What follows belongs to an exercise in optimizing a design on an open flow for small area, a short achievable clock period and few clock cycles; a production flow would make more cautious choices.
At most, simulation tests tie the RTL to the original design; equivalence was not proved.
No functional check of the RTL was part of runs 1 and 2.
No activity file was given, so power comes from the tool's default toggle rates.

$ cat flow/flow/run.sh
#!/bin/bash
# The standard layout (standard.sh) with these make settings: SETUP_SLACK_MARGIN=5.7 "BUFFER_PORTS_ARGS=-buffer_cell sky130_fd_sc_hd__buf_1" "CTS_ARGS=-sink_clustering_enable -repair_clock_nets -sink_clustering_size 50 -sink_clustering_max_diameter 300 -dont_use_dummy_load"
# The make output goes to make_finish.log; each ORFS step logs under orfs/logs/.
set -euo pipefail
bash standard.sh SETUP_SLACK_MARGIN=5.7 "BUFFER_PORTS_ARGS=-buffer_cell sky130_fd_sc_hd__buf_1" "CTS_ARGS=-sink_clustering_enable -repair_clock_nets -sink_clustering_size 50 -sink_clustering_max_diameter 300 -dont_use_dummy_load" finish > make_finish.log 2>&1
$ cat flow/standard.sh
#!/bin/bash
# synth_recipe.tcl (not shown) runs the flow's synth.tcl, then flattens the netlist and writes it again
# the make line also repeats each setting of config.mk as NAME=value (left out here)
make -C /OpenROAD-flow-scripts/flow DESIGN_CONFIG=/design/flow/config.mk WORK_HOME=/design/flow/orfs CLKGATE_MAP_FILE= SYNTH_SCRIPT=/design/flow/synth_recipe.tcl "${@:-finish}"
$ cat flow/config.mk
export PLATFORM = sky130hd
export DESIGN_NAME = packed_12bit_sample_file_decoder
export DESIGN_NICKNAME = packed_12bit_sample_file_decoder
export VERILOG_FILES = /design/flow/design.v
export SDC_FILE = /design/flow/constraint.sdc
export NUM_CORES = 4
export LEC_CHECK = 0
export CAP_MARGIN = 20
export CORE_MARGIN = 2
export CORE_UTILIZATION = 40
export SLEW_MARGIN = 20
$ cat flow/constraint.sdc
create_clock -name core_clock -period 8.5 [get_ports {clk_i}]
set_input_delay 1.7000 -clock core_clock [delete_from_list [all_inputs] [get_ports {clk_i}]]
set_output_delay 1.7000 -clock core_clock [all_outputs]
set_load 0.01 [all_outputs]
$ cat flow/design.v
package pk12_pkg;
  localparam logic [1:0] KIND_HEADER = 2'd0;
  localparam logic [1:0] KIND_SAMPLE = 2'd1;
  localparam logic [1:0] KIND_DONE   = 2'd2;
  localparam logic [1:0] KIND_ERROR  = 2'd3;
  localparam logic [1:0] ERR_TRUNCATED = 2'd0;
  localparam logic [1:0] ERR_BAD_MAGIC = 2'd1;
  localparam logic [1:0] ERR_LOOP_MODE = 2'd2;
  localparam logic [1:0] SRC_CODE    = 2'd0;
  localparam logic [1:0] SRC_MARKERS = 2'd1;
  localparam logic [1:0] SRC_DEFAULT = 2'd2;
  localparam logic [7:0] LOOP_ON  = 8'h49;
  localparam logic [7:0] LOOP_OFF = 8'hc9;
  typedef struct packed {
    logic [1:0]  kind;
    logic [11:0] smp;       
    logic [1:0]  err;       
    logic        tail;      
    logic        tail_err;  
  } ent_t;
endpackage
module pk12_parse
(
  input  logic        clk_i,
  input  logic        rst_ni,
  input  logic        proc_i,
  input  logic        av_i,      
  input  logic        hdr_i,     
  input  logic [7:0]  data_i,
  input  logic        last_i,
  output logic        mod_o,     
  output logic        nw_o,      
  output pk12_pkg::ent_t ent_o,
  output logic        looped_o,
  output logic [2:0]  rate_o,    
  output logic [1:0]  rsrc_o,
  output logic [16:0] atkn_o,   
  output logic [16:0] repn_o
);
  logic        skip_q;
  logic        pl_q;          
  logic [4:0]  pos_q;         
  logic        magic_q;
  logic        lp_q, lok_q;
  logic [2:0]  rate_q;
  logic [1:0]  rsrc_q;
  logic [16:0] atkn_q, repn_q;  
  logic [1:0]  ph_q;          
  logic        dp_q;          
  logic        ld;            
  logic [7:0]  b0_q;          
  assign ph_q = pos_q[1:0];
  logic [7:0]  magic_b;
  always_comb begin
    case (pos_q[2:0])
      3'd0:    magic_b = 8'h4c;
      3'd1:    magic_b = 8'h4d;
      3'd2:    magic_b = 8'h38;
      3'd3:    magic_b = 8'h39;
      3'd4:    magic_b = 8'h35;
      default: magic_b = 8'h33;
    endcase
  end
  logic atk_z, rep_z, atk_1, rep_1, rem_z, rem_le1;
  assign atk_z   = (atkn_q[16:1] == '1) && atkn_q[0];
  assign rep_z   = (repn_q[16:1] == '1) && repn_q[0];
  assign atk_1   = (atkn_q[16:1] == '1) && !atkn_q[0];
  assign rep_1   = (repn_q[16:1] == '1) && !repn_q[0];
  logic atk_2, rep_2, rem_1, rem_le2;
  assign atk_2   = (atkn_q[16:2] == '1) && !atkn_q[1] && atkn_q[0];
  assign rep_2   = (repn_q[16:2] == '1) && !repn_q[1] && repn_q[0];
  assign rem_1   = (atk_z && rep_1) || (atk_1 && rep_z);
  assign rem_le2 = (atk_z && (rep_z || rep_1 || rep_2)) || (atk_1 && (rep_z || rep_1)) || (atk_2 && rep_z);
  assign rem_z   = dp_q ? rem_1   : (atk_z && rep_z);
  assign rem_le1 = dp_q ? rem_le2 : ((atk_z && (rep_z || rep_1)) || (atk_1 && rep_z));
  logic [6:0] dm;   
  assign dm = data_i[7:1];
  assign mod_o = !skip_q && (pl_q ? (ph_q != 2'd0) : (pos_q >= 5'd22));
  assign nw_o  = !skip_q && (last_i || (pl_q ? (ph_q != 2'd0) : (pos_q == 5'd31)));
  logic ended;
  logic dec;
  pk12_pkg::ent_t ent;
  always_comb begin
    ent   = '0;
    ended = 1'b0;
    dec   = 1'b0;
    if (skip_q) begin
      ended = 1'b0;
    end else if (!pl_q) begin
      if (pos_q != 5'd31) begin
        if (last_i) begin
          ent.kind = pk12_pkg::KIND_ERROR; ent.err = pk12_pkg::ERR_TRUNCATED; ended = 1'b1;
        end
      end else if (!magic_q) begin
        ent.kind = pk12_pkg::KIND_ERROR; ent.err = pk12_pkg::ERR_BAD_MAGIC; ended = 1'b1;
      end else if (!lok_q) begin
        ent.kind = pk12_pkg::KIND_ERROR; ent.err = pk12_pkg::ERR_LOOP_MODE; ended = 1'b1;
      end else begin
        ent.kind = pk12_pkg::KIND_HEADER;
        if (rem_z) begin
          ent.tail = 1'b1; ended = 1'b1;
        end else if (last_i) begin
          ent.tail = 1'b1; ent.tail_err = 1'b1; ended = 1'b1;
        end
      end
    end else begin
      case (ph_q)
        2'd0: begin
          if (last_i) begin
            ent.kind = pk12_pkg::KIND_ERROR; ended = 1'b1;
          end
        end
        2'd1: begin
          ent.kind = pk12_pkg::KIND_SAMPLE; ent.smp = {b0_q, data_i[7:4]};
          dec  = 1'b1;
          if (last_i) begin
            ent.tail = 1'b1; ent.tail_err = 1'b1; ended = 1'b1;
          end
        end
        default: begin
          if (rem_z) begin
            ent.kind = pk12_pkg::KIND_DONE; ended = 1'b1;
          end else begin
            ent.kind = pk12_pkg::KIND_SAMPLE; ent.smp = {data_i, b0_q[3:0]};
            dec = 1'b1;
            if (rem_le1) begin
              ent.tail = 1'b1; ended = 1'b1;
            end else if (last_i) begin
              ent.tail = 1'b1; ent.tail_err = 1'b1; ended = 1'b1;
            end
          end
        end
      endcase
    end
  end
  assign ent_o = ent;
  assign ld = av_i && !skip_q && !pl_q && !hdr_i;
  always_ff @(posedge clk_i) begin
    if (ld) begin
      if (pos_q == 5'd22) begin
        lp_q  <= (data_i == pk12_pkg::LOOP_ON);
        lok_q <= (data_i == pk12_pkg::LOOP_ON) || (data_i == pk12_pkg::LOOP_OFF);
      end
      if (pos_q == 5'd23) begin
        rsrc_q <= pk12_pkg::SRC_CODE;
        case (data_i)
          8'd1:    rate_q <= 3'b001;
          8'd2:    rate_q <= 3'b010;
          8'd3:    rate_q <= 3'b100;
          default: begin rate_q <= 3'b001; rsrc_q <= pk12_pkg::SRC_DEFAULT; end
        endcase
      end
      if (pos_q == 5'd26 && rsrc_q != pk12_pkg::SRC_CODE) begin
        case (dm)
          7'h03:   begin rate_q <= 3'b001; rsrc_q <= 2'd3; end   
          7'h08:   begin rate_q <= 3'b010; rsrc_q <= 2'd3; end   
          7'h7b:   begin rate_q <= 3'b100; rsrc_q <= 2'd3; end   
          default: ;
        endcase
      end
      if (pos_q == 5'd29 && rsrc_q == 2'd3) begin
        if (dm == (rate_q[1] ? 7'h00 : 7'h29)) begin
          rsrc_q <= pk12_pkg::SRC_MARKERS;
        end else begin
          rate_q <= 3'b001; rsrc_q <= pk12_pkg::SRC_DEFAULT;
        end
      end
    end
  end
  always_ff @(posedge clk_i or negedge rst_ni) begin
    if (!rst_ni) dp_q <= 1'b0;
    else         dp_q <= proc_i && dec;
  end
  always_ff @(posedge clk_i) begin
    if (ld) begin
      if (1'b1) begin
        if (pos_q == 5'd24) atkn_q[7:0]  <= ~data_i;
        if (pos_q == 5'd25) atkn_q[15:8] <= ~data_i;
        if (pos_q == 5'd26) atkn_q[16]   <= ~data_i[0];
        if (pos_q == 5'd27) repn_q[7:0]  <= ~data_i;
        if (pos_q == 5'd28) repn_q[15:8] <= ~data_i;
        if (pos_q == 5'd29) repn_q[16]   <= ~data_i[0];
      end
    end else if (dp_q) begin
      begin
        if (!atk_z) atkn_q <= atkn_q + 17'd1;
        else        repn_q <= repn_q + 17'd1;
      end
    end
  end
  always_ff @(posedge clk_i) begin
    if (av_i && !skip_q && pl_q && ph_q == 2'd0) b0_q <= data_i;
    if (proc_i && !skip_q && pl_q && ph_q == 2'd1) b0_q[3:0] <= data_i[3:0];
  end
  always_ff @(posedge clk_i or negedge rst_ni) begin
    if (!rst_ni) begin
      skip_q  <= 1'b0;
      pl_q    <= 1'b0;
      pos_q   <= '0;
      magic_q <= 1'b1;
    end else if (proc_i) begin
      if (ended || (skip_q && last_i)) begin
        if (last_i) begin
          skip_q  <= 1'b0;
          pl_q    <= 1'b0;
          pos_q   <= '0;
          magic_q <= 1'b1;
            end else begin
          skip_q  <= 1'b1;
        end
      end else if (!skip_q) begin
        if (!pl_q) begin
          if (pos_q < 5'd6 && data_i != magic_b) magic_q <= 1'b0;
          pos_q <= pos_q + 5'd1;
          if (pos_q == 5'd31) pl_q <= 1'b1;
        end else begin
          pos_q[1:0] <= ph_q[1] ? 2'd0 : ph_q + 2'd1;
        end
      end
    end
  end
  assign looped_o = lp_q;
  assign rate_o   = rate_q;
  assign rsrc_o   = rsrc_q;
  assign atkn_o   = atkn_q;
  assign repn_o   = repn_q;
endmodule
module pk12_out_fifo
(
  input  logic           clk_i,
  input  logic           rst_ni,
  input  logic           push_i,
  input  pk12_pkg::ent_t ent_i,
  input  logic           pop_i,
  output logic           valid_o,
  output logic           tail_o,
  output logic           hdr_o,     
  output logic [1:0]     hdrn_a_o,  
  output logic [1:0]     hdrn_r_o,
  output logic           hdr_m_o,
  output pk12_pkg::ent_t head_o
);
  logic           hv_q;
  logic           hh_q;
  logic [1:0]     hhan_q, hhrn_q;  
  logic           hhm_q;           
  pk12_pkg::ent_t h_q;
  logic           pop;
  assign pop     = pop_i && hv_q;
  assign valid_o = hv_q;
  assign tail_o  = h_q.tail;
  assign hdr_o   = hh_q;
  assign hdrn_a_o = hhan_q;
  assign hdrn_r_o = hhrn_q;
  assign hdr_m_o = hhm_q;
  assign head_o  = h_q;
  always_ff @(posedge clk_i or negedge rst_ni) begin
    if (!rst_ni) begin
      hv_q <= 1'b0;
      hh_q <= 1'b0;
    end else if (push_i) begin
      hv_q <= 1'b1;
      hh_q <= (ent_i.kind == pk12_pkg::KIND_HEADER);
    end else if (pop) begin
      hv_q <= h_q.tail;
      hh_q <= 1'b0;
    end
  end
  always_ff @(posedge clk_i) begin
    if (push_i)   hhan_q[0] <= (ent_i.kind != pk12_pkg::KIND_HEADER);
    else if (pop) hhan_q[0] <= 1'b1;
  end
  always_ff @(posedge clk_i) begin
    if (push_i)                    hhan_q[1] <= (ent_i.kind != pk12_pkg::KIND_HEADER);
    else if (pop || !hv_q || !hh_q) hhan_q[1] <= 1'b1;
  end
  always_ff @(posedge clk_i) begin
    if (push_i)             hhrn_q[0] <= (ent_i.kind != pk12_pkg::KIND_HEADER);
    else if (pop || !hv_q)  hhrn_q[0] <= 1'b1;
  end
  always_ff @(posedge clk_i) begin
    if (push_i)             hhrn_q[1] <= (ent_i.kind != pk12_pkg::KIND_HEADER);
    else if (pop || !hh_q)  hhrn_q[1] <= 1'b1;
  end
  always_ff @(posedge clk_i) begin
    if (push_i)             hhm_q <= (ent_i.kind == pk12_pkg::KIND_HEADER);
    else if (pop || !hh_q)  hhm_q <= 1'b0;
  end
  always_ff @(posedge clk_i) begin
    if (push_i) begin
      h_q <= ent_i;
    end else if (pop) begin
      h_q      <= '0;
      h_q.kind <= h_q.tail_err ? pk12_pkg::KIND_ERROR : pk12_pkg::KIND_DONE;
    end
  end
endmodule
module packed_12bit_sample_file_decoder
(
  input  logic               clk_i,
  input  logic               rst_ni,
  input  logic               byte_valid_i,
  output logic               byte_ready_o,
  input  logic [7:0]         byte_data_i,
  input  logic               byte_last_i,
  output logic               res_valid_o,
  input  logic               res_ready_i,
  output logic [1:0]         res_kind_o,
  output logic signed [15:0] res_sample_o,
  output logic [15:0]        res_rate_hz_o,
  output logic [1:0]         res_rate_source_o,
  output logic               res_looped_o,
  output logic [16:0]        res_attack_len_o,
  output logic [16:0]        res_repeat_len_o,
  output logic [1:0]         res_error_code_o,
  output logic               res_end_of_run_o
);
  logic        a_v_q, bn_q;
  logic [7:0]  a_d_q, b_d_q;
  logic        a_l_q, b_l_q;
  logic        take, a_free, proc;
  logic        mod, nw;
  logic        hv, htail, hh, hhm;
  logic [1:0]  hhan, hhrn;
  logic        proc_pop, proc_nopop;
  pk12_pkg::ent_t ent;
  pk12_pkg::ent_t head;
  logic        looped;
  logic [2:0]  rate;
  logic [1:0]  rsrc;
  logic [16:0] atkn, repn;
  assign byte_ready_o = bn_q;
  assign take   = byte_valid_i && bn_q;
  assign proc_nopop = a_v_q && !(hh && mod) && (!nw || !hv);
  assign proc_pop   = a_v_q && !(hh && mod) && (!nw || !hv || !htail);
  assign proc       = res_ready_i ? proc_pop : proc_nopop;
  assign a_free = !a_v_q || proc;
  always_ff @(posedge clk_i or negedge rst_ni) begin
    if (!rst_ni) begin
      a_v_q <= 1'b0;
      bn_q  <= 1'b1;
    end else if (a_free) begin
      a_v_q <= !bn_q || take;
      bn_q  <= 1'b1;
    end else if (take) begin
      bn_q  <= 1'b0;
    end
  end
  always_ff @(posedge clk_i) begin
    if (a_free) begin
      a_d_q <= bn_q ? byte_data_i : b_d_q;
      a_l_q <= bn_q ? byte_last_i : b_l_q;
    end
    if (bn_q) begin
      b_d_q <= byte_data_i;
      b_l_q <= byte_last_i;
    end
  end
  pk12_parse u_parse (
    .clk_i    (clk_i),
    .rst_ni   (rst_ni),
    .proc_i   (proc),
    .av_i     (a_v_q),
    .hdr_i    (hh),
    .data_i   (a_d_q),
    .last_i   (a_l_q),
    .mod_o    (mod),
    .nw_o     (nw),
    .ent_o    (ent),
    .looped_o (looped),
    .rate_o   (rate),
    .rsrc_o   (rsrc),
    .atkn_o   (atkn),
    .repn_o   (repn)
  );
  pk12_out_fifo u_out (
    .clk_i   (clk_i),
    .rst_ni  (rst_ni),
    .push_i  (proc && nw),
    .ent_i   (ent),
    .pop_i   (res_ready_i),
    .valid_o (hv),
    .tail_o  (htail),
    .hdr_o   (hh),
    .hdrn_a_o (hhan),
    .hdrn_r_o (hhrn),
    .hdr_m_o (hhm),
    .head_o  (head)
  );
  logic r33, r50, r16;
  assign {r16, r50, r33} = rate;
  assign res_valid_o       = hv;
  assign res_kind_o        = head.kind;
  assign res_end_of_run_o  = head.kind[1];
  assign res_sample_o      = {head.smp, 4'b0000};
  assign res_error_code_o  = head.err;
  assign res_rate_hz_o     = {hhm && !r16, hhm && !r33, 4'b0000, hhm && !r16, hhm && !r33,
                              1'b0, hhm && r50, hhm && r33, hhm, hhm && r16, hhm && r33,
                              hhm && r16, hhm && !r50};
  assign res_rate_source_o = hhm ? rsrc : 2'd0;
  assign res_looped_o      = hhm && looped;
  assign res_attack_len_o  = ~(atkn | {{8{hhan[1]}}, {9{hhan[0]}}});
  assign res_repeat_len_o  = ~(repn | {{8{hhrn[1]}}, {9{hhrn[0]}}});
endmodule
==> notes.md, run 1 <==
CTS Hold Buffers Added 0; Worst Skew 0.03170 ns; Synth Area in XOR/XNOR 0.05065; vias 4858; row cnt 44; Post-Synth Simple-Gate Area 0.2127; Chip Height 127.0 um; num ports 89; Yosys cell types 66; Syn-to-layout area delta 14.74%; final hold violation count 0; CP cell instances buf_6, and2_4, buf_6; vias per cell 5.804; post-DP HPWL 10810 um; Root Driver clkbuf_16; IO Port Bufs 79; startpoint types register; Power Density 254.4 nW/um^2; clock slew at reported path FFs 0.08 ns; Fin Hold WS 0.4800 ns; H-tree depth 3; Hold WC Path Type reg -> reg; Initial DRC Count 367; Die ar. 16130 um^2; fin nets 677; CTS buffer count 9; final WL 15760 um; adder-cell share of the synthesized area 0.01861; sequential element share of the synthesized area 0.4858; gp weighted congestion 0.9487; Synth Flop Type edfxtp_1; vias in the first global route 4511; EDFF count, synth 81; CP top delay family flip-flops; initial antenna violation count 0; crit path buf inv count 2; Crit-path slowest cell edfxtp_1; power share of the clock group 0.201; reg-to-reg slack, setup 5.81 ns; syn_area_per_cell 10.14 um^2; multiplexer share of the synthesized area 0.02047; CP peak stage delay 0.41 ns; Routed Antenna Nets 0; TNS Setup 0 ns; pin count of the biggest net entering global routing 40; Max Transition Viols Final 0; Max-slew headroom 0.5405; switching share of power 0.3713; fmax 344.2 MHz; max-cap violations 0; Wirelength per Cell 18.82 um; FF+latch count, synth 103; CP Data Required Time 6.80 ns; critical path's most frequent cell buf_6; Pint 1.111 mW; Compound-Gate Fraction of Synth Area 0.1305; total core area 14640 um^2; Critical Path Fanout Max 5; share of cells above drive strength 1 0.2297; final setup fails 0; CTS tree yes; die width 127.0 um; clk sinks 103; Tcrit/Tclk final 0.3418; Async S/R FF share, synth 0.1262; gr usage total 0.1940; Switch Pwr 656.0 uW; Data arrival, critical path 1.21 ns; Yosys Warn Count 3; crit path kind reg -> out; leakage 2.507 nW; Flop pwr share 0.456; Starting Density 0.4133; Post-Syn Instances 597; status complete, no violations; worst skew pair latency 0.36 ns; crit path capture type output port; n_diodes 0; Clock Path Buffers 2; slew at the pin closest to its max-slew limit 0.6893 ns; worst vdd ir 0.0001268 V; post-layout util 0.4742; grt ovf 0; RSZ-0062 raised after global routing true; synthesized area 6052 um^2; largest family of logic cells by synthesized area simple AND/OR/NAND/NOR gates; DRC violations left 0; logic gate share of total power 0.343; fin crit period 2.905 ns; TritonRoute pass-1 iters 4; first-pass GRT wire length 24350 um
## cell usage in the layout, fill, tap and decap left out, types with 4 or more instances in the layout
cell / n
a211oi_1: 5
a21o_1: 5
a21oi_1: 43
a22o_1: 13
a31oi_1: 4
and2_1: 8
and2_4: 7
and3_1: 5
and4_1: 6
buf_1: 32
buf_2: 29
buf_4: 20
buf_6: 22
clkbuf_16: 9
conb_1: 9
dfrtp_1: 10
dfxtp_1: 9
edfxtp_1: 81
ha_1: 6
inv_1: 13
mux2_2: 11
nand2_1: 35
nand2b_1: 9
nand3_1: 23
nand3b_1: 6
nand4_1: 22
nor2_1: 59
nor2_2: 5
nor2_4: 7
nor3_1: 11
nor4_1: 9
o211ai_1: 5
o21ai_0: 11
or2_2: 4
xnor2_1: 16
xor2_1: 19
## final cells by class
| class | instances | area (um^2) |
|---|---|---|
| Inverter | 15 | 62.56 |
| Multi-Input combinational cell | 422 | 2816 |
| Fill cell | 1367 | 7700 |
| Timing Repair Buffer | 104 | 668.1 |
| Sequential cell | 103 | 2942 |
| Clock buffer | 9 | 225.2 |
| Tap cell | 184 | 230.2 |
## metrics by stage
stage	instance area, um^2	worst slack [ns]	instances	power, mW
detailed placement	6211	5.102	804	1.335
global placement	6211	5.180	804	1.325
CTS	6775	5.595	835	1.742
finish	6944	5.595	837	1.767
global route	6944	5.540	837	1.860
floorplan	6116	5.706	605	1.205
## cell usage after synthesis, drive strengths merged (11+ instances only)
| library cell | number | area (um^2) |
|---|---|---|
| nand4 | 24 | 171.4 |
| nor3 | 13 | 65.06 |
| nand2 | 37 | 138.9 |
| o21ai | 12 | 60.06 |
| and2 | 15 | 93.84 |
| nand3 | 24 | 125.1 |
| a22o | 13 | 113.9 |
| edfxtp | 81 | 2432 |
| xor2 | 19 | 166.4 |
| inv | 14 | 52.55 |
| nor2 | 71 | 266.5 |
| dfrtp | 11 | 275.3 |
| clkbuf | 27 | 155.2 |
| mux2 | 11 | 123.9 |
| a21oi | 44 | 220.2 |
| xnor2 | 16 | 140.1 |
| buf | 37 | 266.5 |
## path summary, 6_finish.rpt
check / from / to / cells past startpoint
setup / recovery: u_out.hhm_q / res_rate_hz_o[2] / 3
setup reg to reg: u_parse.atkn_q[8] / u_out.hhan_q[0] / 7
hold / removal: b_d_q[6] / b_d_q[6] / 1
min in group asynchronous: rst_ni / u_parse.pos_q[2] / 1
max in group asynchronous: rst_ni / u_parse.pos_q[0] / 1
hold reg to reg: b_d_q[6] / b_d_q[6] / 1
## registers in the layout (all words and copies together), names as in the netlist, 2 cells and up
register        cells
a_d_q               8
b_d_q               8
u_out.h_q          18
u_out.hhan_q        2
u_out.hhrn_q        2
u_parse.atkn_q     17
u_parse.b0_q        8
u_parse.pos_q       5
u_parse.rate_q      3
u_parse.repn_q     17
u_parse.rsrc_q      2
## what timing repair did
action,in CTS,in global routing
setup buffers,22,2
endpoints found under the setup margin,110,126
pin swaps,3,1
hold endpoints to repair,0,0
gates resized for setup,76,42
## logic make-up after synthesis
group                    after synthesis
AO/OA/AOI/OAI                        116
adder cells (fa/ha/maj)                9
multiplexers                          11
buffers and inverters                 80
XOR/XNOR                              35
AND/OR/NAND/NOR                      242
flip-flops                           103
other                                  1
## worst reg2reg max path, cell delays in order, from the launching register on
cell and delay, ns:
edfxtp_1 0.47, buf_4 0.15, nand4_2 0.20, or4_4 0.61
nor4b_4 0.38, a31oi_1 0.20, a211oi_2 0.28, inv_1 0.11
## routing by layer
metal	vias up	share of wire	wire length [um]	track usage
li1	2256	-	-	-
met1	2384	0.45	7080	0.2670
met2	185	0.46	7268	0.2976
met3	33	0.060	951	0.04104
met4	0	0.029	455	0.08468
met5	-	0	0	0
## power groups by stage
stage | Combinational (mW) | Sequential [mW] | Clock, mW
after floorplan | 0.472 | 0.733 | 0
after global placement | 0.504 | 0.821 | 0
after detailed placement | 0.511 | 0.825 | 0
after CTS | 0.578 | 0.805 | 0.359
after global routing | 0.661 | 0.820 | 0.378
final | 0.605 | 0.806 | 0.355
==> run 2, diff against run 1 <==
--- a/flow/design.v
+++ b/flow/design.v
@@ -26,4 +26,2 @@
   input  logic        proc_i,
-  input  logic        av_i,      
-  input  logic        hdr_i,     
   input  logic [7:0]  data_i,
@@ -48,4 +46,2 @@
   logic [1:0]  ph_q;          
-  logic        dp_q;          
-  logic        ld;            
   logic [7:0]  b0_q;          
@@ -68,9 +64,4 @@
   assign rep_1   = (repn_q[16:1] == '1) && !repn_q[0];
-  logic atk_2, rep_2, rem_1, rem_le2;
-  assign atk_2   = (atkn_q[16:2] == '1) && !atkn_q[1] && atkn_q[0];
-  assign rep_2   = (repn_q[16:2] == '1) && !repn_q[1] && repn_q[0];
-  assign rem_1   = (atk_z && rep_1) || (atk_1 && rep_z);
-  assign rem_le2 = (atk_z && (rep_z || rep_1 || rep_2)) || (atk_1 && (rep_z || rep_1)) || (atk_2 && rep_z);
-  assign rem_z   = dp_q ? rem_1   : (atk_z && rep_z);
-  assign rem_le1 = dp_q ? rem_le2 : ((atk_z && (rep_z || rep_1)) || (atk_1 && rep_z));
+  assign rem_z   = atk_z && rep_z;
+  assign rem_le1 = (atk_z && (rep_z || rep_1)) || (atk_1 && rep_z);
   logic [6:0] dm;   
@@ -136,5 +127,4 @@
   assign ent_o = ent;
-  assign ld = av_i && !skip_q && !pl_q && !hdr_i;
   always_ff @(posedge clk_i) begin
-    if (ld) begin
+    if (proc_i && !skip_q && !pl_q) begin
       if (pos_q == 5'd22) begin
@@ -169,9 +159,5 @@
   end
-  always_ff @(posedge clk_i or negedge rst_ni) begin
-    if (!rst_ni) dp_q <= 1'b0;
-    else         dp_q <= proc_i && dec;
-  end
   always_ff @(posedge clk_i) begin
-    if (ld) begin
-      if (1'b1) begin
+    if (proc_i && !skip_q) begin
+      if (!pl_q) begin
         if (pos_q == 5'd24) atkn_q[7:0]  <= ~data_i;
@@ -182,5 +168,3 @@
         if (pos_q == 5'd29) repn_q[16]   <= ~data_i[0];
-      end
-    end else if (dp_q) begin
-      begin
+      end else if (dec) begin
         if (!atk_z) atkn_q <= atkn_q + 17'd1;
@@ -191,4 +175,6 @@
   always_ff @(posedge clk_i) begin
-    if (av_i && !skip_q && pl_q && ph_q == 2'd0) b0_q <= data_i;
-    if (proc_i && !skip_q && pl_q && ph_q == 2'd1) b0_q[3:0] <= data_i[3:0];
+    if (proc_i && !skip_q && pl_q) begin
+      if (ph_q == 2'd0) b0_q      <= data_i;
+      if (ph_q == 2'd1) b0_q[3:0] <= data_i[3:0];
+    end
   end
@@ -362,4 +348,2 @@
     .proc_i   (proc),
-    .av_i     (a_v_q),
-    .hdr_i    (hh),
     .data_i   (a_d_q),
==> flow/flow/run.sh (replaced) <==
#!/bin/bash
# The standard layout (standard.sh) with these make settings: SETUP_SLACK_MARGIN=5.6 "BUFFER_PORTS_ARGS=-buffer_cell sky130_fd_sc_hd__buf_1" "CTS_ARGS=-sink_clustering_enable -repair_clock_nets -sink_clustering_size 50 -sink_clustering_max_diameter 300 -dont_use_dummy_load"
# The make output goes to make_finish.log; each ORFS step logs under orfs/logs/.
set -euo pipefail
bash standard.sh SETUP_SLACK_MARGIN=5.6 "BUFFER_PORTS_ARGS=-buffer_cell sky130_fd_sc_hd__buf_1" "CTS_ARGS=-sink_clustering_enable -repair_clock_nets -sink_clustering_size 50 -sink_clustering_max_diameter 300 -dont_use_dummy_load" finish > make_finish.log 2>&1
==> run 2 against run 1 <==
Synthesized area down 6.0%. Combinational power down 39%. Largest cell class unchanged. Still clean on timing, DRC and antenna. Non-clock buffer count down 9. Sequential cell count down 1. Core utilization down 0.84 points. Clock power down 2%. Largest power group unchanged. Global-route usage down 0.26 points. Final cell count down 3.9%. Design area down 6.9%. Setup slack better by 0.056 ns.
==> notes.md, run 2 <==
grt ovf 0 (unchanged); Power Density 214.3 nW/um^2 (-16%); Yosys Warn Count 3 (unchanged); Hold Path Cell Cnt 1 (unchanged); Max-slew headroom 0.2629 (-0.2776); gr usage total 0.1914 (-0.002606); cells on worst reg2reg path 7 (unchanged); busiest grt layer met2; Yosys cell types 65 (-1.5%); M1 GR Usage 0.2724 (+0.005330); power share of the clock group 0.251 (+0.050); vias per cell 5.485 (-5.5%); gp weighted congestion 0.8719 (-8.1%); commonest cells in the synthesized netlist edfxtp_1 (81), nor2_1 (75), a21oi_1 (48); post-DP HPWL 10260 um (-5.1%); met3 usage in global routing 0.02721 (-0.01382); fin nets 647 (-4.4%); Synth Flop Type edfxtp_1; Wirelength per Cell 18.07 um (-4.0%); worst vdd ir 0.0001067 V (-16%); pin count of the biggest net entering global routing 38 (-5.0%); fin crit period 2.850 ns (-0.05573 ns); Worst Skew 0.02302 ns (-0.008683 ns); Hold WC Path Type reg -> reg; crit path kind reg -> out; leakage 2.248 nW (-10%); Non-Filler Instances 804 (-3.9%); syn_area_per_cell 10.04 um^2 (-1.0%); clock slew at reported path FFs 0.07 ns (about the same); TritonRoute pass-1 iters 5 (+1); num ports 89 (unchanged); Yosys top cell area share 0.4274 (+0.02554); RSZ-0062 raised after global routing true; Switch Pwr 457.4 uW (-30%); count leader, synth edfxtp_1; biggest regs u_out.h_q (18), u_parse.atkn_q (17), u_parse.repn_q (17); CP Data Required Time 6.80 ns (about the same); Largest Register u_out.h_q; total power draw 1.386 mW (-22%); Worst R2R End u_parse.pos_q[0]; sequential element share of the synthesized area 0.5123 (+0.02647); Starting Density 0.4100 (-0.003326); most frequent cells in the layout edfxtp_1 (81), nor2_1 (72), buf_1 (68), nand2_1 (43), a21oi_1 (43); CTS tree yes; Max Transition Viols Final 0 (unchanged); FF-to-FF Start u_parse.repn_q[4]; Critical Path Fanout Max 10 (+5); DP Cell Count 781 (-2.9%); Syn-to-layout area delta 13.61%; Root Driver clkbuf_16; status complete, no violations; EDFF count, synth 81 (unchanged); initial antenna violation count 0 (unchanged); row cnt 43 (-2.3%); n_diodes 0 (unchanged); share of cells above drive strength 1 0.1394 (-0.09029); Data arrival, critical path 1.15 ns (-0.06 ns); fmax 350.9 MHz (+2.0%); TNS Setup 0 ns (unchanged); final hold violation count 0 (unchanged); crit path capture type output port; FF+latch count, synth 102 (-0.97%); worst skew pair latency 0.35 ns (about the same); CTS buffer count 9 (unchanged); most common cell after layout, fill and taps aside edfxtp_1; total core area 13880 um^2 (-5.2%); Post-Syn Instances 567 (-5.0%); vias in the first global route 4058 (-10%); IO Port Bufs 79 (unchanged); Initial DRC Count 436 (+19%); final WL 14530 um (-7.8%); synthesized area 5690 um^2 (-6.0%); final setup fails 0 (unchanged); die width 123.3 um (-2.9%); clk sinks 102 (-0.97%); startpoint types register; Pint 928.4 uW (-16%); Routed Antenna Nets 0 (unchanged); DRC violations left 0 (unchanged); area leader, netlist edfxtp_1; reg-to-reg slack, setup 5.70 ns (-0.11 ns); Flop pwr share 0.481 (+0.025); Die ar. 15200 um^2 (-5.8%); min-delay src b_d_q[4]; max-cap violations 0 (unchanged); vias 4410 (-9.2%); Clock Path Buffers 2 (unchanged); switching share of power 0.3300 (-0.04129); first-pass GRT wire length 21980 um (-9.7%); max reg flops 18 (unchanged); Async S/R FF share, synth 0.1176 (-0.008567); H-tree depth 3 (unchanged); top cells by area, synth edfxtp_1 (43%), nor2_1 (4.9%), dfrtp_1 (4.4%), a21oi_1 (4.2%), buf_4 (4.0%); Tcrit/Tclk final 0.3353 (-0.006556); logic gate share of total power 0.267 (-0.076); GRT met2 Usage 0.3070 (+0.009409); Worst Hold Endpoint b_d_q[4]; slew at the pin closest to its max-slew limit 1.097 ns (+0.4079 ns); Chip Height 123.3 um (-2.9%)
run 2: cell count changes after synthesis, moves of 6 or more:
| cell | change |
|---|---|
| and3_1 | +6 |
| nand2_1 | +7 |
| a22oi_1 | +12 |
| o21ai_0 | +7 |
| nor2b_1 | +10 |
| nand4_1 | -15 |
| nand2b_1 | -6 |
| a22o_1 | -12 |
| and2_1 | -7 |
run 2: power by group through the flow:
stage	logic [mW]	registers, mW	clock network, mW
2_1_floorplan	0.287	0.644	0
5_1_grt	0.406	0.674	0.369
3_3_place_gp	0.329	0.679	0
6_report	0.370	0.667	0.348
3_5_place_dp	0.336	0.682	0
4_1_cts	0.354	0.666	0.350
run 2: worst max-delay path, stage by stage, from the launching register on:
cell and delay (ns):
edfxtp_1 0.37, buf_6 0.15, and2_1 0.16, buf_1 0.12
run 2: cells by family (layout without fill, tap and decap cells):
family / after synthesis / in the layout / share of synthesized area
and+or+nand+nor: 227 / 227 / 0.1957
AOI/OAI and AO/OA: 115 / 115 / 0.1324
buffers and inverters: 68 / 117 / 0.06486
xor gates and xnor gates: 32 / 32 / 0.04925
muxes: 14 / 14 / 0.02726
DFF: 102 / 102 / 0.5123
adders and majority gates: 8 / 8 / 0.01759
other: 1 / 9 / 0.0006590
run 2: per-layer routing:
layer,wire length (um),part of all wire,vias to the layer above
li1,-,-,2119
met1,6498,0.45,2110
met2,7011,0.48,166
met3,794,0.055,15
met4,224,0.015,0
met5,0,0,-
run 2: repair_timing:
item / in CTS / in global routing
gates resized for setup: 11 / 29
setup buffers: 5 / 9
setup endpoints to repair: 104 / 93
hold endpoints to repair: 0 / 0
hold buffers: 0 / 0
pin swaps: 1 / 5
run 2: worst max-delay path by stage:
stage	depth (start not counted)	end	startpoint	slack, ns
final	3	res_rate_hz_o[2]	u_out.hhm_q	5.65
after global routing	6	u_parse.atkn_q[12]	u_parse.pl_q	5.59
after CTS	8	u_out.h_q[0]	res_ready_i	5.58
after detailed placement	8	u_out.h_q[1]	res_ready_i	5.17
after global placement	8	u_parse.pos_q[3]	res_ready_i	5.23
after floorplan	7	u_parse.pos_q[3]	res_ready_i	5.55
run 2: area by class of cell:
cell class	count	area (um^2)
Clock buffer	9	225.2
Fill cell	1334	7416
Inverter	13	51.30
Multi-Input combinational cell	405	2609
Sequential cell	102	2919
Tap cell	180	225.2
Timing Repair Buffer	95	435.4
run 2: through the flow:
| step | setup WS (ns) | area [um^2] | hold slack (ns) | util |
|---|---|---|---|---|
| 6_report | 5.650 | 6465 | 0.4782 | 0.4657 |
| 5_1_grt | 5.588 | 6465 | 0.4895 | 0.4657 |
| 4_1_cts | 5.576 | 6310 | 0.4799 | 0.4546 |
| 3_5_place_dp | 5.173 | 6006 | 0.4591 | 0.4327 |
| 3_3_place_gp | 5.226 | 6006 | 0.4573 | 0.4327 |
| 2_1_floorplan | 5.553 | 5788 | 0.4244 | - |
==> run 3, diff against run 2 <==
--- a/flow/design.v
+++ b/flow/design.v
@@ -223,4 +223,4 @@
   output logic           hdr_o,     
-  output logic [1:0]     hdrn_a_o,  
-  output logic [1:0]     hdrn_r_o,
+  output logic           hdrn_a_o,  
+  output logic           hdrn_r_o,
   output logic           hdr_m_o,
@@ -230,4 +230,3 @@
   logic           hh_q;
-  logic [1:0]     hhan_q, hhrn_q;  
-  logic           hhm_q;           
+  logic           hhan_q, hhrn_q, hhm_q;  
   pk12_pkg::ent_t h_q;
@@ -255,16 +254,8 @@
   always_ff @(posedge clk_i) begin
-    if (push_i)   hhan_q[0] <= (ent_i.kind != pk12_pkg::KIND_HEADER);
-    else if (pop) hhan_q[0] <= 1'b1;
+    if (push_i)   hhan_q <= (ent_i.kind != pk12_pkg::KIND_HEADER);
+    else if (pop) hhan_q <= 1'b1;
   end
   always_ff @(posedge clk_i) begin
-    if (push_i)                    hhan_q[1] <= (ent_i.kind != pk12_pkg::KIND_HEADER);
-    else if (pop || !hv_q || !hh_q) hhan_q[1] <= 1'b1;
-  end
-  always_ff @(posedge clk_i) begin
-    if (push_i)             hhrn_q[0] <= (ent_i.kind != pk12_pkg::KIND_HEADER);
-    else if (pop || !hv_q)  hhrn_q[0] <= 1'b1;
-  end
-  always_ff @(posedge clk_i) begin
-    if (push_i)             hhrn_q[1] <= (ent_i.kind != pk12_pkg::KIND_HEADER);
-    else if (pop || !hh_q)  hhrn_q[1] <= 1'b1;
+    if (push_i)             hhrn_q <= (ent_i.kind != pk12_pkg::KIND_HEADER);
+    else if (pop || !hv_q)  hhrn_q <= 1'b1;
   end
@@ -308,4 +299,3 @@
   logic        mod, nw;
-  logic        hv, htail, hh, hhm;
-  logic [1:0]  hhan, hhrn;
+  logic        hv, htail, hh, hhan, hhrn, hhm;
   logic        proc_pop, proc_nopop;
@@ -385,4 +375,4 @@
   assign res_looped_o      = hhm && looped;
-  assign res_attack_len_o  = ~(atkn | {{8{hhan[1]}}, {9{hhan[0]}}});
-  assign res_repeat_len_o  = ~(repn | {{8{hhrn[1]}}, {9{hhrn[0]}}});
+  assign res_attack_len_o  = ~(atkn | {17{hhan}});
+  assign res_repeat_len_o  = ~(repn | {17{hhrn}});
 endmodule
==> run 3 against run 2 <==
Still clean on timing, DRC and antenna. Core utilization rose by 0.24 points. Clock power down 1%. Sequential power increased by 1%. Synthesized area decreased by 0.77%. Count of clock-buffer cells in the layout did not move. Design area grew 0.12%. Synthesized cell count is 0.35% higher. Die area shrank 0.74%. Final cell count shrank 0.37%. Total power is 6.4% higher. Setup slack got worse by 0.026 ns. Clock skew is 0.0029 ns lower. Highest routed layer unchanged.
==> notes.md, run 3 <==
status complete, no violations; syn_area_per_cell 9.924 um^2 (-1.1%); row cnt 43 (unchanged); Starting Density 0.4084 (-0.001572); Synth Area in XOR/XNOR 0.05274 (+0.003484); DRC violations left 0 (unchanged); IO Port Bufs 79 (unchanged); Power Density 227.8 nW/um^2 (+6.3%); power share of the clock group 0.233 (-0.018); Data arrival, critical path 1.18 ns (+0.03 ns); Synth Flop Type edfxtp_1; most common cell after layout, fill and taps aside edfxtp_1; Worst Skew 0.02010 ns (-0.002919 ns); post-DP HPWL 9980 um (-2.7%); Initial DRC Count 424 (-2.8%); vias per cell 5.534 (+0.90%); H-tree depth 3 (unchanged); total core area 13830 um^2 (-0.39%); met2 routed wirelength 6651 um (-5.1%); Pint 965.0 uW (+3.9%); WL met3 920 um (+16%); die width 122.8 um (-0.37%); fin crit period 2.875 ns (+0.02564 ns); TNS Setup 0 ns (unchanged); CTS tree yes; Post-Syn Instances 569 (+0.35%); worst skew pair latency 0.35 ns (about the same); share of cells above drive strength 1 0.1659 (+0.02644); gp weighted congestion 0.8291 (-4.9%); top cells by area, synth edfxtp_1 (42%), nor2_1 (5.5%), dfrtp_1 (4.4%), buf_4 (4.0%), a21oi_1 (3.8%); sequential element share of the synthesized area 0.5057 (-0.006663); final WL 14160 um (-2.5%); synthesized area 5647 um^2 (-0.77%); Chip Height 122.8 um (-0.37%); slew at the pin closest to its max-slew limit 0.8443 ns (-0.2529 ns); crit path kind reg -> out; n_diodes 0 (unchanged); Root Driver clkbuf_16; Routed Antenna Nets 0 (unchanged); TritonRoute pass-1 iters 5 (unchanged); Yosys cell types 65 (unchanged); largest family of logic cells by synthesized area simple AND/OR/NAND/NOR gates; max reg flops 18 (unchanged); Hold Path Cell Cnt 1 (unchanged); Largest Register u_out.h_q; leakage 2.294 nW (+2.0%); Highest Signal Layer met4; Hold WC Path Type reg -> reg; pin count of the biggest net entering global routing 36 (-5.3%); multiplexer share of the synthesized area 0.02172 (-0.005550); fin area 6472 um^2 (+0.12%); crit path capture type output port; RSZ-0062 raised after global routing true; dpl ws 5.161 ns (-0.01266 ns); grt ovf 0 (unchanged); Post-Synth Simple-Gate Area 0.1965 (+0.0008529); fmax 347.8 MHz (-0.89%); max-cap violations 0 (unchanged); Clock Path Buffers 2 (unchanged); CTS Hold Buffers Added 0 (unchanged); fin nets 644 (-0.46%); worst vdd ir 0.0001089 V (+2.1%); Max-slew headroom 0.4371 (+0.1742); FF+latch count, synth 100 (-2.0%); first-pass GRT wire length 22000 um (about the same); area leader, netlist edfxtp_1; Wirelength per Cell 17.68 um (-2.2%); Compound-Gate Fraction of Synth Area 0.1349 (+0.002578); vias in the first global route 4178 (+3.0%); EDFF count, synth 79 (-2.5%); clk sinks 100 (-2.0%); gr usage total 0.1913 (about the same); final hold violation count 0 (unchanged); WL met1 6361 um (-2.1%); cells on worst reg2reg path 10 (+3); count leader, synth nor2_1; num ports 89 (unchanged); startpoint types register; Yosys top cell area share 0.4201 (-0.007321); most frequent cells in the layout edfxtp_1 (79), nor2_1 (78), buf_1 (44), a21oi_1 (41), nand2_1 (38); Tcrit/Tclk final 0.3383 (+0.003016); Max Transition Viols Final 0 (unchanged); Syn-to-layout area delta 14.62%; Flop pwr share 0.459 (-0.022); Async S/R FF share, synth 0.1200 (+0.002353); Switch Pwr 509.2 uW (+11%); final setup fails 0 (unchanged); initial antenna violation count 0 (unchanged); worst setup margin 5.625 ns (-0.02564 ns); Yosys Warn Count 3 (unchanged); logic gate share of total power 0.308 (+0.041); CTS buffer count 9 (unchanged); CP Data Required Time 6.80 ns (about the same); Die ar. 15080 um^2 (-0.74%); biggest regs u_out.h_q (18), u_parse.atkn_q (17), u_parse.repn_q (17); switching share of power 0.3454 (+0.01536); Placed Area 5933 um^2 (-1.2%); clock slew at reported path FFs 0.07 ns (about the same); Critical Path Fanout Max 17 (+7); Fin Hold WS 0.4758 ns (-0.002412 ns); vias 4433 (+0.52%); commonest cells in the synthesized netlist nor2_1 (83), edfxtp_1 (79), a21oi_1 (43); adder-cell share of the synthesized area 0.01773 (+0.0001364)
[run 3: stage by stage]
stage                     utilization  instances  power (mW)
after floorplan                     -        577       1.001
after global placement         0.4291        776       1.082
after detailed placement       0.4291        776       1.092
after CTS                      0.4522        791       1.445
after global routing           0.4681        801       1.550
final                          0.4681        801       1.474
[run 3: cells by family (layout without fill, tap and decap cells)]
family | Yosys count | count (layout)
compound gates | 117 | 117
xor+xnor | 34 | 34
fa+ha+maj | 8 | 8
buf+inv | 74 | 118
flops | 100 | 100
mux | 11 | 11
other cells | 1 | 9
simple gates | 224 | 224
[run 3: worst paths after layout]
kind	startpoint	to	slack, ns
max in group asynchronous	rst_ni	u_parse.pl_q	6.49
min in group asynchronous	rst_ni	a_v_q	1.42
min	b_d_q[3]	b_d_q[3]	0.48
max	u_out.hhan_q	res_attack_len_o[0]	5.62
min reg2reg	b_d_q[3]	b_d_q[3]	0.48
max reg2reg	u_parse.pos_q[0]	u_parse.atkn_q[14]	5.73
[run 3: cell type report]
cell class / instances / area (um^2)
multi-input combinational: 403 / 2587
tap: 180 / 225.2
clock buffer: 9 / 225.2
timing repair buffer: 96 / 529.3
inverter: 13 / 48.80
fill: 1308 / 7355
sequential: 100 / 2856
[run 3: what timing repair did]
item                                    CTS  global route
endpoints found under the setup margin  117           132
pin swaps                                 2             2
setup buffers                             6            10
gates resized for setup                  11            51
hold endpoints to repair                  0             0
[run 3: metal layers]
metal	GRT usage	vias to the layer above
met5	0	-
met4	0.06609	0
met3	0.04089	18
met2	0.2977	162
met1	0.2642	2134
li1	-	2119
[run 3: power groups by stage]
stage / Combinational, mW / Clock (mW) / Sequential [mW]
6_report: 0.454 / 0.344 / 0.677
5_1_grt: 0.498 / 0.367 / 0.685
4_1_cts: 0.422 / 0.351 / 0.672
3_5_place_dp: 0.397 / 0 / 0.695
3_3_place_gp: 0.390 / 0 / 0.692
2_1_floorplan: 0.348 / 0 / 0.653
[run 3: worst max-delay path: stages, from the launching register on]
cell      delay [ns]
edfxtp_1        0.38
buf_6           0.17
nor2_1          0.13
buf_2           0.15
Testbench counts of run 3, summed over its fixed seeds: cycles 40,452.
==> run 4, diff against run 3 <==
==> flow/flow/run.sh (replaced) <==
#!/bin/bash
# The standard layout (standard.sh) with these make settings: SETUP_SLACK_MARGIN=5.7 "BUFFER_PORTS_ARGS=-buffer_cell sky130_fd_sc_hd__buf_1" "CTS_ARGS=-sink_clustering_enable -repair_clock_nets -sink_clustering_size 50 -sink_clustering_max_diameter 300 -dont_use_dummy_load"
# The make output goes to make_finish.log; each ORFS step logs under orfs/logs/.
set -euo pipefail
bash standard.sh SETUP_SLACK_MARGIN=5.7 "BUFFER_PORTS_ARGS=-buffer_cell sky130_fd_sc_hd__buf_1" "CTS_ARGS=-sink_clustering_enable -repair_clock_nets -sink_clustering_size 50 -sink_clustering_max_diameter 300 -dont_use_dummy_load" finish > make_finish.log 2>&1
--- a/flow/config.mk
+++ b/flow/config.mk
@@ -11 +11,2 @@
 export SLEW_MARGIN = 20
+export TNS_END_PERCENT = 0
==> run 4 against run 3 <==
Design area shrank 1.9%. Highest routed layer unchanged. Via count grew 0.63%. Setup slack worse by 0.0096 ns.
==> notes.md, run 4 <==
vias per cell 5.604 (+1.3%); Wirelength per Cell 17.89 um (+1.2%); crit path buf inv count 2 (unchanged); logic gate share of total power 0.304 (-0.004); Worst Skew 0.01701 ns (-0.003088 ns); WL met3 895 um (-2.7%); grt ovf 0 (unchanged); crit path capture type output port; CTS tree yes; fmax 346.6 MHz (-0.33%); Hold WC Path Type reg -> reg; num ports 89 (unchanged); fin area 6350 um^2 (-1.9%); EDFF count, synth 79 (unchanged); status complete, no violations; commonest cells in the synthesized netlist nor2_1 (83), edfxtp_1 (79), a21oi_1 (43); CP peak stage delay 0.37 ns (about the same); row cnt 43 (unchanged); top cells by area, synth edfxtp_1 (42%), nor2_1 (5.5%), dfrtp_1 (4.4%), buf_4 (4.0%), a21oi_1 (3.8%); die width 122.8 um (unchanged); Syn-to-layout area delta 12.45%; synthesized area 5647 um^2 (unchanged); Power Density 231.4 nW/um^2 (+1.6%); Yosys top cell area share 0.4201 (unchanged); CP Data Required Time 6.80 ns (about the same); area leader, netlist edfxtp_1; H-tree depth 3 (unchanged); Placed Area 5933 um^2 (unchanged); Critical Path Fanout Max 17 (unchanged); post-DP HPWL 10040 um (+0.56%); Yosys Warn Count 3 (unchanged); Highest Signal Layer met4; n_diodes 0 (unchanged); biggest regs u_out.h_q (18), u_parse.atkn_q (17), u_parse.repn_q (17); Switch Pwr 513.2 uW (+0.79%); switching share of power 0.3492 (+0.003788); sequential element share of the synthesized area 0.5057 (unchanged); Chip Height 122.8 um (unchanged); Clock Path Buffers 2 (unchanged); Yosys cell types 65 (unchanged); Data arrival, critical path 1.18 ns (about the same); share of cells above drive strength 1 0.1120 (-0.05385); Routed Antenna Nets 0 (unchanged); multi-input logic area 2557 um^2 (-1.2%); fin nets 639 (-0.78%); Pint 956.4 uW (-0.88%); syn_area_per_cell 9.924 um^2 (unchanged); count leader, synth nor2_1; max-cap violations 0 (unchanged); gp weighted congestion 0.8360 (+0.83%); Initial DRC Count 311 (-27%); IO Port Bufs 79 (unchanged); clk sinks 100 (unchanged); Fill cells 1303 (-0.38%); Max Transition Viols Final 0 (unchanged); CP cell instances buf_6, nor2_1, clkbuf_2; Max-slew headroom 0.4012 (-0.03588); power share of the clock group 0.237 (+0.004); most common cell after layout, fill and taps aside nor2_1; TNS Setup 0 ns (unchanged); initial antenna violation count 0 (unchanged); most frequent cells in the layout nor2_1 (82), edfxtp_1 (79), buf_1 (68), a21oi_1 (41), nand2_1 (38); vias in the first global route 4192 (+0.34%); RSZ-0062 raised after global routing true; worst vdd ir 0.0001095 V (+0.56%); Crit-path slowest cell edfxtp_1; Root Driver clkbuf_16; first-pass GRT wire length 22220 um (+0.97%); final setup fails 0 (unchanged); Largest Register u_out.h_q; DRC violations left 0 (unchanged); TritonRoute pass-1 iters 5 (unchanged); clock slew at reported path FFs 0.07 ns (about the same); leakage 2.166 nW (-5.6%); Flop pwr share 0.459 (about the same); Synth Flop Type edfxtp_1; vias 4461 (+0.63%); gr usage total 0.1959 (+0.004554); pin count of the biggest net entering global routing 35 (-2.8%); Starting Density 0.4084 (unchanged); Async S/R FF share, synth 0.1200 (unchanged); max reg flops 18 (unchanged); final hold violation count 0 (unchanged); Die ar. 15080 um^2 (unchanged); FF+latch count, synth 100 (unchanged); startpoint types register; Post-Syn Instances 569 (unchanged); CP top delay family flip-flops; Tcrit/Tclk final 0.3394 (+0.001127); CTS buffer count 9 (unchanged); fin crit period 2.885 ns (+0.009580 ns); FF/Latch Area 2856 um^2 (unchanged); final WL 14240 um (+0.54%); met2 routed wirelength 6807 um (+2.3%); total core area 13830 um^2 (unchanged); slew at the pin closest to its max-slew limit 0.8981 ns (+0.05382 ns); worst skew pair latency 0.36 ns (about the same); crit path kind reg -> out; WL met1 6374 um (+0.20%)
run 4: per-layer routing:
| metal | track usage | up-vias |
|---|---|---|
| met4 | 0.05316 | 0 |
| li1 | - | 2109 |
| met3 | 0.04507 | 15 |
| met5 | 0 | - |
| met1 | 0.2694 | 2187 |
| met2 | 0.3108 | 150 |
run 4: cells by family (layout without fill, tap and decap cells):
group / Yosys count / in the layout / share of synthesized area
simple gates: 224 / 224 / 0.1965
mux: 11 / 11 / 0.02172
other cells: 1 / 9 / 0.0006641
xor+xnor: 34 / 34 / 0.05274
flops: 100 / 100 / 0.5057
fa+ha+maj: 8 / 8 / 0.01773
compound gates: 117 / 117 / 0.1349
buf+inv: 74 / 113 / 0.07002
run 4: worst paths after layout:
check,start,endpoint,slack (ns),depth (start not counted)
setup / recovery,u_out.hhan_q,res_attack_len_o[1],5.62,3
hold / removal,b_d_q[5],b_d_q[5],0.48,1
setup reg to reg,u_parse.pos_q[0],u_parse.atkn_q[11],5.70,10
hold reg to reg,b_d_q[5],b_d_q[5],0.48,1
max in group asynchronous,rst_ni,u_parse.pl_q,6.43,1
min in group asynchronous,rst_ni,a_v_q,1.45,1
run 4: cell type report:
type,instances,share of cell area
sequential,100,0.4499
multi-input combinational,403,0.4028
inverter,13,0.007685
timing repair buffer,91,0.06877
tap,180,0.03547
clock buffer,9,0.03547
run 4: power groups by stage:
stage	logic, mW	clock network (mW)	registers, mW
after floorplan	0.348	0	0.653
after global placement	0.391	0	0.692
after detailed placement	0.404	0	0.695
after CTS	0.427	0.357	0.672
after global routing	0.494	0.376	0.683
final	0.447	0.348	0.675
run 4: through the flow:
stage	instances	total power, mW	setup slack, ns	util	hold WS [ns]
2_1_floorplan	577	1.001	5.587	-	0.4244
3_3_place_gp	776	1.082	5.219	0.4291	0.4582
3_5_place_dp	776	1.099	5.155	0.4291	0.4646
4_1_cts	791	1.455	5.564	0.4511	0.4822
5_1_grt	796	1.553	5.544	0.4592	0.4948
6_report	796	1.470	5.615	0.4592	0.4790
run 4: what timing repair did:
| item | in CTS | in global routing |
|---|---|---|
| resized for setup | 3 | 25 |
| setup endpoints to repair | 145 | 149 |
| pin swaps | 2 | 2 |
| hold buffers | 0 | 0 |
| buffers inserted | 6 | 5 |
run 4: worst register-to-register path, stage by stage (launching register included):
cell and delay, ns:
dfrtp_1 0.42, ha_2 0.26, and3_1 0.20, ha_2 0.24, nor2b_1 0.16, nor3_2 0.38
nor2_1 0.14, nor2_4 0.19, o21ai_4 0.16, nor3_4 0.23, buf_12 0.15
==> run 5, diff against run 4 <==
==> flow/flow/run.sh (replaced) <==
#!/bin/bash
# The standard layout (standard.sh) with these make settings: SETUP_SLACK_MARGIN=5.9 "BUFFER_PORTS_ARGS=-buffer_cell sky130_fd_sc_hd__buf_1" "CTS_ARGS=-sink_clustering_enable -repair_clock_nets -buf_list {sky130_fd_sc_hd__clkbuf_16 sky130_fd_sc_hd__clkbuf_8} -dont_use_dummy_load"
# The make output goes to make_finish.log; each ORFS step logs under orfs/logs/.
set -euo pipefail
bash standard.sh SETUP_SLACK_MARGIN=5.9 "BUFFER_PORTS_ARGS=-buffer_cell sky130_fd_sc_hd__buf_1" "CTS_ARGS=-sink_clustering_enable -repair_clock_nets -buf_list {sky130_fd_sc_hd__clkbuf_16 sky130_fd_sc_hd__clkbuf_8} -dont_use_dummy_load" finish > make_finish.log 2>&1
==> run 5 against run 4 <==
Still clean on timing, DRC and antenna. Synthesized area unchanged. Clock power is essentially flat. Core utilization is essentially flat. Setup slack gained 0.0031 ns. Die area stayed put. Via count is 0.34% higher. Design area about the same. Sequential power is essentially flat. Critical path depth unchanged. Critical endpoint is now res_rate_hz_o[2]. Highest routed layer unchanged.
==> notes.md, run 5 <==
initial antenna violation count 0 (unchanged); Max-slew headroom 0.4011 (about the same); most common cell after layout, fill and taps aside nor2_1; Compound-Gate Fraction of Synth Area 0.1349 (unchanged); leakage 2.178 nW (+0.58%); DP Cell Count 776 (unchanged); syn_area_per_cell 9.924 um^2 (unchanged); first-pass GRT wire length 22240 um (about the same); die width 122.8 um (unchanged); Non-Filler Instances 796 (unchanged); crit path kind reg -> out; slew at the pin closest to its max-slew limit 0.8983 ns (+0.0002185 ns); Routed Antenna Nets 0 (unchanged); multiplexer share of the synthesized area 0.02172 (unchanged); adder-cell share of the synthesized area 0.01773 (unchanged); fin area 6352 um^2 (about the same); Syn-to-layout area delta 12.50% (about the same); gr usage total 0.1961 (+0.0001984); RSZ-0062 raised after global routing true; Post-Synth Simple-Gate Area 0.1965 (unchanged); Starting Density 0.4084 (unchanged); Largest Register u_out.h_q; CP Data Required Time 6.80 ns (about the same); fin nets 639 (unchanged); most frequent cells in the layout nor2_1 (82), edfxtp_1 (79), buf_1 (66), a21oi_1 (41), nand2_1 (38); max-cap violations 0 (unchanged); CTS tree yes; num ports 89 (unchanged); clock slew at reported path FFs 0.07 ns (about the same); Async S/R FF share, synth 0.1200 (unchanged); vias in the first global route 4190 (-0.048%); CP top delay family flip-flops; EDFF count, synth 79 (unchanged); pin count of the biggest net entering global routing 35 (unchanged); CP cell instances buf_6, and2_1, buf_1; Tcrit/Tclk final 0.3390 (-0.0003612); TNS Setup 0 ns (unchanged); clk sinks 100 (unchanged); Worst Skew 0.01715 ns (+0.0001346 ns); row cnt 43 (unchanged); vias per cell 5.623 (+0.34%); final setup fails 0 (unchanged); min-delay src b_d_q[5]; Wirelength per Cell 17.88 um (about the same); vias 4476 (+0.34%); Placed Area 5933 um^2 (unchanged); largest family of logic cells by synthesized area simple AND/OR/NAND/NOR gates; n_diodes 0 (unchanged); status complete, no violations; Worst Hold Endpoint b_d_q[5]; Hold WC Path Type reg -> reg; area leader, netlist edfxtp_1; Hold Path Cell Cnt 1 (unchanged); H-tree depth 3 (unchanged); Die ar. 15080 um^2 (unchanged); FF+latch count, synth 100 (unchanged); CP peak stage delay 0.38 ns (about the same); Yosys top cell area share 0.4201 (unchanged); worst skew pair latency 0.36 ns (about the same); reg-to-reg slack, setup 5.70 ns (about the same); cells on worst reg2reg path 10 (unchanged); Synth Flop Type edfxtp_1; DRC violations left 0 (unchanged); Critical Path Fanout Max 10 (-7); crit path buf inv count 2 (unchanged); startpoint types register; commonest cells in the synthesized netlist nor2_1 (83), edfxtp_1 (79), a21oi_1 (43); TritonRoute pass-1 iters 5 (unchanged); Yosys cell types 65 (unchanged); Crit-path slowest cell edfxtp_1; Fin Hold WS 0.4790 ns (+0.00007000 ns); Post-Syn Instances 569 (unchanged); CTS buffer count 9 (unchanged); max reg flops 18 (unchanged); Power Density 231.4 nW/um^2 (about the same); Worst R2R End u_parse.atkn_q[11]; Yosys Warn Count 3 (unchanged); FF-to-FF Start u_parse.pos_q[0]; worst vdd ir 0.0001089 V (-0.55%); fin crit period 2.882 ns (-0.003070 ns); Initial DRC Count 306 (-1.6%); Synth Area in XOR/XNOR 0.05274 (unchanged); crit path capture type output port; Chip Height 122.8 um (unchanged); Max Transition Viols Final 0 (unchanged); fmax 347.0 MHz (+0.11%); biggest regs u_out.h_q (18), u_parse.atkn_q (17), u_parse.repn_q (17); final WL 14230 um (about the same); gp weighted congestion 0.8360 (unchanged); count leader, synth nor2_1; Clock Path Buffers 2 (unchanged); share of cells above drive strength 1 0.1153 (+0.003247); post-DP HPWL 10040 um (unchanged); total core area 13830 um^2 (unchanged); synthesized area 5647 um^2 (unchanged); Root Driver clkbuf_16; grt ovf 0 (unchanged); final hold violation count 0 (unchanged); sequential element share of the synthesized area 0.5057 (unchanged); top cells by area, synth edfxtp_1 (42%), nor2_1 (5.5%), dfrtp_1 (4.4%), buf_4 (4.0%), a21oi_1 (3.8%); IO Port Bufs 79 (unchanged); Data arrival, critical path 1.18 ns (about the same)
run 5: cell counts after synthesis:
Identical to the previous run, type by type.
run 5: final cells by class:
cell class | count | area (um^2)
Clock buffer | 9 | 225.2
Fill cell | 1305 | 7475
Timing Repair Buffer | 91 | 439.2
Inverter | 13 | 48.80
Sequential cell | 100 | 2856
Tap cell | 180 | 225.2
Multi-Input combinational cell | 403 | 2557
run 5: where the power goes:
part | switching [mW] | internal, mW | total, mW
Sequential | 0.0651 | 0.609 | 0.675
Combinational | 0.288 | 0.161 | 0.448
Clock | 0.160 | 0.187 | 0.347
Total | 0.513 | 0.957 | 1.47
run 5: stage by stage:
step                      utilization  setup WS (ns)  total power, mW
after floorplan                     -          5.587            1.001
after global placement         0.4291          5.219            1.082
final                          0.4594          5.618            1.470
after detailed placement       0.4291          5.155            1.099
after CTS                      0.4531          5.602            1.461
after global routing           0.4594          5.544            1.553
run 5: layer usage:
layer,part of all wire,track usage,vias up
met3,0.060,0.04507,12
met1,0.45,0.2700,2208
met5,0,0,-
met2,0.48,0.3108,149
met4,0.0088,0.05316,0
li1,-,-,2107
run 5: repair_timing:
action	in CTS	in global routing
hold buffers	0	0
pin swaps	2	2
endpoints found under the setup margin	162	166
gates resized for setup	15	15
buffers inserted	6	5
endpoints found under the hold margin	0	0
gates cloned	0	0
run 5: worst register-to-register path, cell delays in order, from the launching register on:
cell	delay (ns)
dfrtp_1	0.42
ha_2	0.26
and3_1	0.20
ha_2	0.24
nor2b_1	0.16
nor3_2	0.38
nor2_1	0.14
nor2_4	0.19
o21ai_4	0.16
nor3_4	0.23
buf_12	0.15
run 5: kinds of logic after synthesis:
| group | Yosys count |
|---|---|
| XOR/XNOR | 34 |
| AND/OR/NAND/NOR | 224 |
| multiplexers | 11 |
| adder cells (fa/ha/maj) | 8 |
| AO/OA/AOI/OAI | 117 |
| flip-flops | 100 |
| other | 1 |
| buffers and inverters | 74 |
run 5: worst max-delay path by stage:
stage | to | from | slack [ns] | depth (start not counted)
final | res_rate_hz_o[2] | u_out.hhm_q | 5.62 | 3
after global placement | u_parse.atkn_q[12] | res_ready_i | 5.22 | 7
after floorplan | u_parse.atkn_q[0] | res_ready_i | 5.59 | 6
after CTS | res_rate_hz_o[2] | u_out.hhm_q | 5.60 | 3
after detailed placement | u_parse.atkn_q[1] | res_ready_i | 5.15 | 7
after global routing | res_repeat_len_o[7] | u_out.hhrn_q | 5.54 | 3
==> run 6, diff against run 5 <==
==> flow/flow/run.sh (replaced) <==
#!/bin/bash
# The standard layout (standard.sh) with these make settings: SETUP_SLACK_MARGIN=5.5 "BUFFER_PORTS_ARGS=-buffer_cell sky130_fd_sc_hd__buf_1" "CTS_ARGS=-sink_clustering_enable -repair_clock_nets -sink_clustering_size 50 -sink_clustering_max_diameter 300 -dont_use_dummy_load"
# The make output goes to make_finish.log; each ORFS step logs under orfs/logs/.
set -euo pipefail
bash standard.sh SETUP_SLACK_MARGIN=5.5 "BUFFER_PORTS_ARGS=-buffer_cell sky130_fd_sc_hd__buf_1" "CTS_ARGS=-sink_clustering_enable -repair_clock_nets -sink_clustering_size 50 -sink_clustering_max_diameter 300 -dont_use_dummy_load" finish > make_finish.log 2>&1
--- a/flow/config.mk
+++ b/flow/config.mk
@@ -10,3 +10,3 @@
 export CORE_UTILIZATION = 40
+export GPL_TIMING_DRIVEN = 0
 export SLEW_MARGIN = 20
-export TNS_END_PERCENT = 0
==> run 6 against run 5 <==
Still clean. Synthesized cell count is the same. Global-route usage grew 0.42 points. Sequential cell count is the same. First-iteration DRC count up 39%. Largest cell class unchanged. Sequential power is 2% lower. Highest routed layer unchanged. Synthesized area unchanged. Core utilization is 3.1 points higher.
==> notes.md, run 6 <==
multiplexer share of the synthesized area 0.02172 (unchanged); Pint 1.008 mW (+5.3%); Flop pwr share 0.430 (-0.029); Die ar. 15080 um^2 (unchanged); die width 122.8 um (unchanged); worst vdd ir 0.0001064 V (-2.3%); synthesized area 5647 um^2 (unchanged); Max-slew headroom 0.4484 (+0.04734); clk sinks 100 (unchanged); first-pass GRT wire length 22760 um (+2.3%); logic gate share of total power 0.344 (+0.039); largest family of logic cells by synthesized area simple AND/OR/NAND/NOR gates; leakage 2.476 nW (+14%); CTS tree yes; Critical Path Fanout Max 6 (-4); Worst Skew 0.02134 ns (+0.004191 ns); Post-Synth Simple-Gate Area 0.1965 (unchanged); sequential element share of the synthesized area 0.5057 (unchanged); CTS Hold Buffers Added 0 (unchanged); vias per cell 5.509 (-2.0%); Max Transition Viols Final 0 (unchanged); Post-Syn Instances 569 (unchanged); fin crit period 2.964 ns (+0.08206 ns); Switch Pwr 532.0 uW (+3.7%); Clock Path Buffers 2 (unchanged); TNS Setup 0 ns (unchanged); final hold violation count 0 (unchanged); most common cell after layout, fill and taps aside edfxtp_1; gr usage total 0.2002 (+0.004165); Wirelength per Cell 17.46 um (-2.3%); FF+latch count, synth 100 (unchanged); initial antenna violation count 0 (unchanged); commonest cells in the synthesized netlist nor2_1 (83), edfxtp_1 (79), a21oi_1 (43); vias 4710 (+5.2%); CP Data Required Time 6.80 ns (about the same); max reg flops 18 (unchanged); Power Density 227.0 nW/um^2 (-1.9%); total core area 13830 um^2 (unchanged); power share of the clock group 0.226 (-0.010); num ports 89 (unchanged); syn_area_per_cell 9.924 um^2 (unchanged); Syn-to-layout area delta 20.12%; Yosys Warn Count 3 (unchanged); EDFF count, synth 79 (unchanged); Data arrival, critical path 1.26 ns (+0.08 ns); biggest regs u_out.h_q (18), u_parse.atkn_q (17), u_parse.repn_q (17); row cnt 43 (unchanged); final WL 14930 um (+4.9%); fmax 337.4 MHz (-2.8%); pin count of the biggest net entering global routing 20 (-43%); crit path capture type output port; Yosys top cell area share 0.4201 (unchanged); H-tree depth 3 (unchanged); count leader, synth nor2_1; TritonRoute pass-1 iters 5 (unchanged); crit path kind reg -> out; vias in the first global route 4240 (+1.2%); max-cap violations 0 (unchanged); Starting Density 0.4084 (unchanged); IO Port Bufs 79 (unchanged); area leader, netlist edfxtp_1; Tcrit/Tclk final 0.3487 (+0.009654); RSZ-0062 raised after global routing true; post-DP HPWL 10550 um (+5.1%); final setup fails 0 (unchanged); status complete, no violations; startpoint types register; worst skew pair latency 0.36 ns (about the same); most frequent cells in the layout edfxtp_1 (79), nor2_1 (76), buf_1 (57), a21oi_1 (41), nand2_1 (39); slew at the pin closest to its max-slew limit 0.8273 ns (-0.07101 ns); grt ovf 0 (unchanged)
[run 6: cell counts after synthesis]
Identical to the previous run, type by type.
[run 6: stage by stage]
stage	worst slack [ns]	instances	utilization	cell area (um^2)	hold slack [ns]
after global routing	5.486	855	0.4905	6783	0.4723
after detailed placement	4.951	836	0.4525	6257	0.4333
after floorplan	5.525	577	-	5736	0.4244
after global placement	4.983	836	0.4525	6257	0.4272
after CTS	5.473	850	0.4792	6626	0.4520
final	5.536	855	0.4905	6783	0.4497
[run 6: worst paths after layout]
kind | startpoint | to | slack [ns] | cells past startpoint
min reg2reg | a_d_q[4] | u_parse.b0_q[4] | 0.45 | 0
max | u_out.hhrn_q | res_repeat_len_o[4] | 5.54 | 4
max reg2reg | u_parse.pos_q[0] | u_parse.rsrc_q[1] | 5.64 | 9
min | a_d_q[4] | u_parse.b0_q[4] | 0.45 | 0
min in group asynchronous | rst_ni | u_parse.skip_q | 1.42 | 1
max in group asynchronous | rst_ni | u_parse.pos_q[1] | 6.56 | 1
[run 6: power groups by stage]
stage | registers, mW | clock network [mW] | logic, mW
after floorplan | 0.652 | 0 | 0.342
after global placement | 0.671 | 0 | 0.455
after detailed placement | 0.674 | 0 | 0.462
after CTS | 0.659 | 0.358 | 0.494
after global routing | 0.670 | 0.368 | 0.579
final | 0.662 | 0.348 | 0.529
[run 6: kinds of logic (layout without fill, tap and decap cells)]
family                     Yosys count  after routing
other                                1              9
AOI/OAI and AO/OA                  117            117
DFF                                100            100
and+or+nand+nor                    224            225
adders and majority gates            8              8
muxes                               11             11
xor gates and xnor gates            34             34
buffers and inverters               74            171
[run 6: metal layers]
metal | part of all wire | wire [um] | global-route usage | up-vias
met1 | 0.46 | 6803 | 0.2786 | 2291
li1 | - | - | - | 2231
met5 | 0 | 0 | 0 | -
met3 | 0.061 | 910 | 0.03532 | 23
met2 | 0.46 | 6878 | 0.3059 | 165
met4 | 0.023 | 337 | 0.08764 | 0
[run 6: repair_timing]
action                     CTS  global route
resized for setup           35            47
pin swaps                    2             2
setup buffers                5             4
setup endpoints to repair   84            89
gates cloned                 0             1
[run 6: worst max-delay path: stages, from the launching register on]
cell	delay, ns
edfxtp_1	0.41
buf_8	0.15
buf_4	0.13
nor2_1	0.08
buf_1	0.15
[run 6: final cells by class]
type / count / area [um^2]
Sequential cell: 100 / 2855
Timing Repair Buffer: 88 / 456.7
Fill cell: 1313 / 7044
Clock buffer: 9 / 225.2
Multi-Input combinational cell: 404 / 2569
Tap cell: 180 / 225.2
Buffer: 61 / 402.9
Inverter: 13 / 48.80

Check on run 6: ideal ports give 5.536 ns setup slack; a clkbuf_16 on the clock port and buf_2 on the inputs give 5.495 ns; moving port delays by the midpoint clock arrival (0.390 ns) as well gives 5.197 ns.
